From an optimization exercise on the open Yosys and OpenROAD flow, aimed at a short achievable clock period and few clock cycles; shortcuts taken in it are not production practice.
Only simulation tests tie the RTL to the original design; equivalence was not proved.
The clock input has no modelled driver; a real chip could not lean on it and would need a root buffer or a full tree.
Power figures rest on the tool's default switching activity, not on a simulated workload.

## north
Design lsu_top, start of the top module:
module lsu_top (
  input  logic             clk,
  input  logic             nrst,
  input  logic             req_valid,
  input  logic [2:0]       req_op,
  input  logic [31:0]      req_addr,
  input  logic [31:0]      req_wdata,
  input  logic             rsp_credit,
  output logic             req_credit,
  output logic             rsp_valid,
  output logic [31:0]      rsp_data
);
Size in the first run: about 5700 cells after synthesis, roughly 3100 flip-flops, roughly 110 I/O pins, about 0.11 sq mm of cells after synthesis.
clock: 5.5 ns
lec_check: 0
abc_clock_period_in_ps: 1950
cap_margin: 20
core_margin: 2
core_utilization: 40
setup_slack_margin: 3.55
slew_margin: 20
standard.sh (not shown) runs the stock make flow with config.mk's settings and CLKGATE_MAP_FILE= SYNTH_SCRIPT=/design/flow/synth_recipe.tcl, a recipe that flattens the netlist after the stock synthesis.
==> flow/flow/run.sh <==
#!/bin/bash
# Standard layout, except the clock tree: flow/mytree.tcl replaces
# clock_tree_synthesis with a shallow balanced tree (clock port -> 4 root
# buffers -> mid buffers -> leaf buffers -> clusters of ~24 flip-flops).
set -euo pipefail
WORK=$(pwd)
export PRE_CTS_TCL=$WORK/flow/mytree.tcl
export CTSX_LEAF_N=24
export CTSX_MID_N=8
export CTSX_ROOT_BUF=sky130_fd_sc_hd__buf_16
bash standard.sh finish > "$WORK/standard_flow.log" 2>&1
==> flow/flow/mytree.tcl <==
# Balanced clock tree: the clock port feeds 4 root buffers, each root feeds
# mid buffers, each mid feeds leaf buffers, each leaf a cluster of flip-flops.
# Sourced as PRE_CTS_TCL; replaces clock_tree_synthesis.

proc ctsx_bisect {pts maxn} {
  if {[llength $pts] <= $maxn} { return [list $pts] }
  set xs {}; set ys {}
  foreach p $pts { lappend xs [lindex $p 0]; lappend ys [lindex $p 1] }
  set xs [lsort -integer $xs]; set ys [lsort -integer $ys]
  set dx [expr {[lindex $xs end] - [lindex $xs 0]}]
  set dy [expr {[lindex $ys end] - [lindex $ys 0]}]
  set k [expr {$dx >= $dy ? 0 : 1}]
  set s [lsort -integer -index $k $pts]
  set h [expr {[llength $s] / 2}]
  return [concat [ctsx_bisect [lrange $s 0 [expr {$h - 1}]] $maxn] \
                 [ctsx_bisect [lrange $s $h end] $maxn]]
}

proc ctsx_centroid {pts} {
  set sx 0; set sy 0
  foreach p $pts { set sx [expr {$sx + [lindex $p 0]}]; set sy [expr {$sy + [lindex $p 1]}] }
  set n [llength $pts]
  return [list [expr {$sx / $n}] [expr {$sy / $n}]]
}

proc ctsx_place {inst xy} {
  set m [$inst getMaster]
  set x [expr {[lindex $xy 0] - [$m getWidth] / 2}]
  set y [expr {[lindex $xy 1] - [$m getHeight] / 2}]
  $inst setLocation $x $y
  $inst setPlacementStatus PLACED
}

proc ctsx_build {} {
  set db [ord::get_db]
  set block [ord::get_db_block]
  set leafn [expr {[info exists ::env(CTSX_LEAF_N)] ? $::env(CTSX_LEAF_N) : 24}]
  set nroot [expr {[info exists ::env(CTSX_NROOT)] ? $::env(CTSX_NROOT) : 4}]
  set leafm [$db findMaster [expr {[info exists ::env(CTSX_LEAF_BUF)] ? $::env(CTSX_LEAF_BUF) : "sky130_fd_sc_hd__clkbuf_16"}]]
  set rootm [$db findMaster [expr {[info exists ::env(CTSX_ROOT_BUF)] ? $::env(CTSX_ROOT_BUF) : "sky130_fd_sc_hd__clkbuf_16"}]]
  set clk [$block findNet clk]
  set sinks {}
  foreach it [$clk getITerms] {
    set bb [[$it getInst] getBBox]
    lappend sinks [list [expr {([$bb xMin] + [$bb xMax]) / 2}] [expr {([$bb yMin] + [$bb yMax]) / 2}] $it]
  }
  puts "ctsx: [llength $sinks] sinks"
  set clusters [ctsx_bisect $sinks $leafn]
  set leaves {}
  set i 0
  foreach c $clusters {
    set inst [odb::dbInst_create $block $leafm "ctsx_leaf_$i"]
    set net [odb::dbNet_create $block "ctsx_leafnet_$i"]
    $net setSigType CLOCK
    [$inst findITerm X] connect $net
    foreach p $c {
      set it [lindex $p 2]
      $it disconnect
      $it connect $net
    }
    set xy [ctsx_centroid $c]
    ctsx_place $inst $xy
    lappend leaves [list [lindex $xy 0] [lindex $xy 1] [$inst findITerm A]]
    incr i
  }
  puts "ctsx: $i leaf buffers"
  set midn [expr {[info exists ::env(CTSX_MID_N)] ? $::env(CTSX_MID_N) : 0}]
  if {$midn > 0} {
    set midm [$db findMaster [expr {[info exists ::env(CTSX_MID_BUF)] ? $::env(CTSX_MID_BUF) : "sky130_fd_sc_hd__clkbuf_16"}]]
    set mgroups [ctsx_bisect $leaves $midn]
    set mids {}
    set k 0
    foreach g $mgroups {
      set inst [odb::dbInst_create $block $midm "ctsx_mid_$k"]
      set net [odb::dbNet_create $block "ctsx_midnet_$k"]
      $net setSigType CLOCK
      [$inst findITerm X] connect $net
      foreach p $g { [lindex $p 2] connect $net }
      set xy [ctsx_centroid $g]
      ctsx_place $inst $xy
      lappend mids [list [lindex $xy 0] [lindex $xy 1] [$inst findITerm A]]
      incr k
    }
    puts "ctsx: $k mid buffers"
    set leaves $mids
  }
  set per [expr {int(ceil(double([llength $leaves]) / $nroot))}]
  set groups [ctsx_bisect $leaves $per]
  set j 0
  foreach g $groups {
    set inst [odb::dbInst_create $block $rootm "ctsx_root_$j"]
    set net [odb::dbNet_create $block "ctsx_rootnet_$j"]
    $net setSigType CLOCK
    [$inst findITerm X] connect $net
    foreach p $g { [lindex $p 2] connect $net }
    ctsx_place $inst [ctsx_centroid $g]
    [$inst findITerm A] connect $clk
    incr j
  }
  $clk setSigType CLOCK
  puts "ctsx: $j root buffers"
}

ctsx_build
set_propagated_clock [all_clocks]
proc clock_tree_synthesis {args} { puts "ctsx: clock_tree_synthesis skipped" }
Testbench counts of north, summed over its fixed seeds: cycles 6,440.
#### Input delta (south over north)
==> flow/flow/run.sh <==
#!/bin/bash
# Standard layout, except the clock tree: flow/mytree.tcl replaces
# clock_tree_synthesis with a shallow balanced tree (clock port -> 4 root
# inverters -> mid inverters -> leaf buffers -> clusters of ~24 flip-flops;
# two inversions, so every flip-flop sees the clock's own rising edge).
set -euo pipefail
WORK=$(pwd)
export PRE_CTS_TCL=$WORK/flow/mytree.tcl
export CTSX_LEAF_N=24
export CTSX_MID_N=8
export CTSX_ROOT_BUF=sky130_fd_sc_hd__clkinv_16
export CTSX_MID_BUF=sky130_fd_sc_hd__clkinv_8
export CTSX_LEAF_BUF=sky130_fd_sc_hd__clkbuf_16
bash standard.sh finish > "$WORK/standard_flow.log" 2>&1
-- flow/flow/mytree.tcl --
<<< north, line 1
# Balanced clock tree: the clock port feeds 4 root buffers, each root feeds
# mid buffers, each mid feeds leaf buffers, each leaf a cluster of flip-flops.
# Sourced as PRE_CTS_TCL; replaces clock_tree_synthesis.
>>> south, line 1
# Two-level clock tree: the clock port feeds a few root buffers, each root
# feeds leaf buffers, each leaf feeds a cluster of nearby flip-flops.
# Sourced as PRE_CTS_TCL; replaces clock_tree_synthesis.
<<< north, line 33

proc ctsx_build {} {
>>> south, line 33

proc ctsx_out {inst} {
  foreach it [$inst getITerms] {
    if {[$it isOutputSignal]} { return $it }
  }
  error "no output on [$inst getName]"
}

proc ctsx_build {} {
<<< north, line 54
    $net setSigType CLOCK
    [$inst findITerm X] connect $net
    foreach p $c {
>>> south, line 61
    $net setSigType CLOCK
    [ctsx_out $inst] connect $net
    foreach p $c {
<<< north, line 76
      $net setSigType CLOCK
      [$inst findITerm X] connect $net
      foreach p $g { [lindex $p 2] connect $net }
>>> south, line 83
      $net setSigType CLOCK
      [ctsx_out $inst] connect $net
      foreach p $g { [lindex $p 2] connect $net }
<<< north, line 93
    $net setSigType CLOCK
    [$inst findITerm X] connect $net
    foreach p $g { [lindex $p 2] connect $net }
>>> south, line 100
    $net setSigType CLOCK
    [ctsx_out $inst] connect $net
    foreach p $g { [lindex $p 2] connect $net }
<<< north, line 106
proc clock_tree_synthesis {args} { puts "ctsx: clock_tree_synthesis skipped" }
>>> south, line 113
proc clock_tree_synthesis {args} { puts "ctsx: clock_tree_synthesis skipped" }
proc repair_clock_inverters {args} { puts "ctsx: repair_clock_inverters skipped" }
Findings:
Every stage of south finished as expected; the final checks, on the other hand, flagged antenna rules, which means the layout fails.
north and south ended up with nearly the same area of all placed cells without fillers.
Per the comparison of south with north, combinational-cell power consumption closely matched the old numbers, normalized max-slew margin up 0.73 points, number of antenna violations at the first check in global routing went up by 1.
Input changes introduced in east (baseline for comparison: south):
-- flow/flow/run.sh --
<<< south, line 13
export CTSX_LEAF_BUF=sky130_fd_sc_hd__clkbuf_16
bash standard.sh finish > "$WORK/standard_flow.log" 2>&1
>>> east, line 13
export CTSX_LEAF_BUF=sky130_fd_sc_hd__clkbuf_16
export MAX_REPAIR_ANTENNAS_ITER_DRT=12
bash standard.sh finish > "$WORK/standard_flow.log" 2>&1
-- flow/flow/mytree.tcl --
<<< south, line 1
# Two-level clock tree: the clock port feeds a few root buffers, each root
# feeds leaf buffers, each leaf feeds a cluster of nearby flip-flops.
# Sourced as PRE_CTS_TCL; replaces clock_tree_synthesis.
>>> east, line 1
# Balanced clock tree: the clock port feeds 4 root cells, each root feeds mid
# cells, each mid feeds leaf cells, each leaf a cluster of flip-flops.
# Sourced as PRE_CTS_TCL; replaces clock_tree_synthesis.
## What came out
Detailed-route wire length per cell across south and east: no real change.
east completed every stage of the flow, and the final layout passed the timing, DRC and antenna checks.
For clock power, south and east come out practically identical.
The period utilization on south is in line with that on east.
No run of this note takes its clock network from TritonCTS; it comes from the design's own scripts or RTL.

---

Another version of the RTL of lsu_top (not shown whole).
For scale: about 5,700 cells after synthesis, about 3,100 flip-flops, ~110,000 µm² of cells after synthesis.
clock: 5.5 ns
lec_check: 0
abc_clock_period_in_ps: 2100
cap_margin: 20
core_margin: 2
core_utilization: 60
setup_slack_margin: 3.4
slew_margin: 20
==> flow/flow/run.sh <==
#!/bin/bash
# Standard layout, except the clock tree: flow/mytree.tcl replaces
# clock_tree_synthesis with a shallow balanced tree (clock port -> 4 root
# buffers -> mid buffers -> leaf buffers -> clusters of ~24 flip-flops).
set -euo pipefail
WORK=$(pwd)
export PRE_CTS_TCL=$WORK/flow/mytree.tcl
export CTSX_LEAF_N=24
export CTSX_MID_N=8
export CTSX_ROOT_BUF=sky130_fd_sc_hd__buf_16
bash standard.sh finish > "$WORK/standard_flow.log" 2>&1
Other scripts of this flow, unchanged in this note and not shown: flow/flow/mytree.tcl
The first run completed with no timing, DRC or antenna violations.
Testbench counts at the start, summed over its fixed seeds: cycles 6,440.
Change:
- CORE_UTILIZATION: 60 -> 40
Combinational power hardly moves.
Synthesized cell count stays the same.
Cell count is higher by about a fifth.
Clock skew is higher by 0.020 ns.
Setup slack loses 0.019 ns.
Total power barely changes.
Global-route usage is lower by 8.4 points.
Via count hardly moves.
Maximum frequency is lower slightly.
No run of this note takes its clock network from TritonCTS; it comes from the design's own scripts or RTL.

==> static timing again, ports no longer ideal <==
No port has a modelled driver above. Below, the same layouts with a new extraction and two added sets of constraints. Step 1 assumes that a clkbuf_16 drives the clock port and a buf_2 every other input. Step 2 adds t to the input delays and takes it off the output delays; t is the mean of the earliest and latest rising clock arrival at the registers after step 1. Input paths then give back, and output paths get back, about the clock's delay inside the block. a / b / c = ideal / step 1 / step 2; a / b = the first two.
run | t, ns | slack for setup (ns) | hold slack, ns | clock arrival spread, ns
north | 0.757 | 3.348 / 3.156 / 2.984 | 0.307 / 0.307 / 0.307 | 0.079 / 0.078
south | 0.778 | 3.455 / 3.136 / 2.992 | 0.308 / 0.308 / 0.308 | 0.080 / 0.080
east | 0.778 | 3.455 / 3.136 / 2.992 | 0.308 / 0.308 / 0.308 | 0.080 / 0.080
the first run of note 2 | 0.764 | 3.375 / 3.177 / 2.937 | 0.334 / 0.334 / 0.334 | 0.083 / 0.083
the second run of note 2 | 0.782 | 3.356 / 3.149 / 2.701 | 0.332 / 0.332 / 0.332 | 0.086 / 0.086
The setup slack of the second run of note 2, which loses most, moves by -0.207 ns with the drivers and by -0.655 ns with both steps.
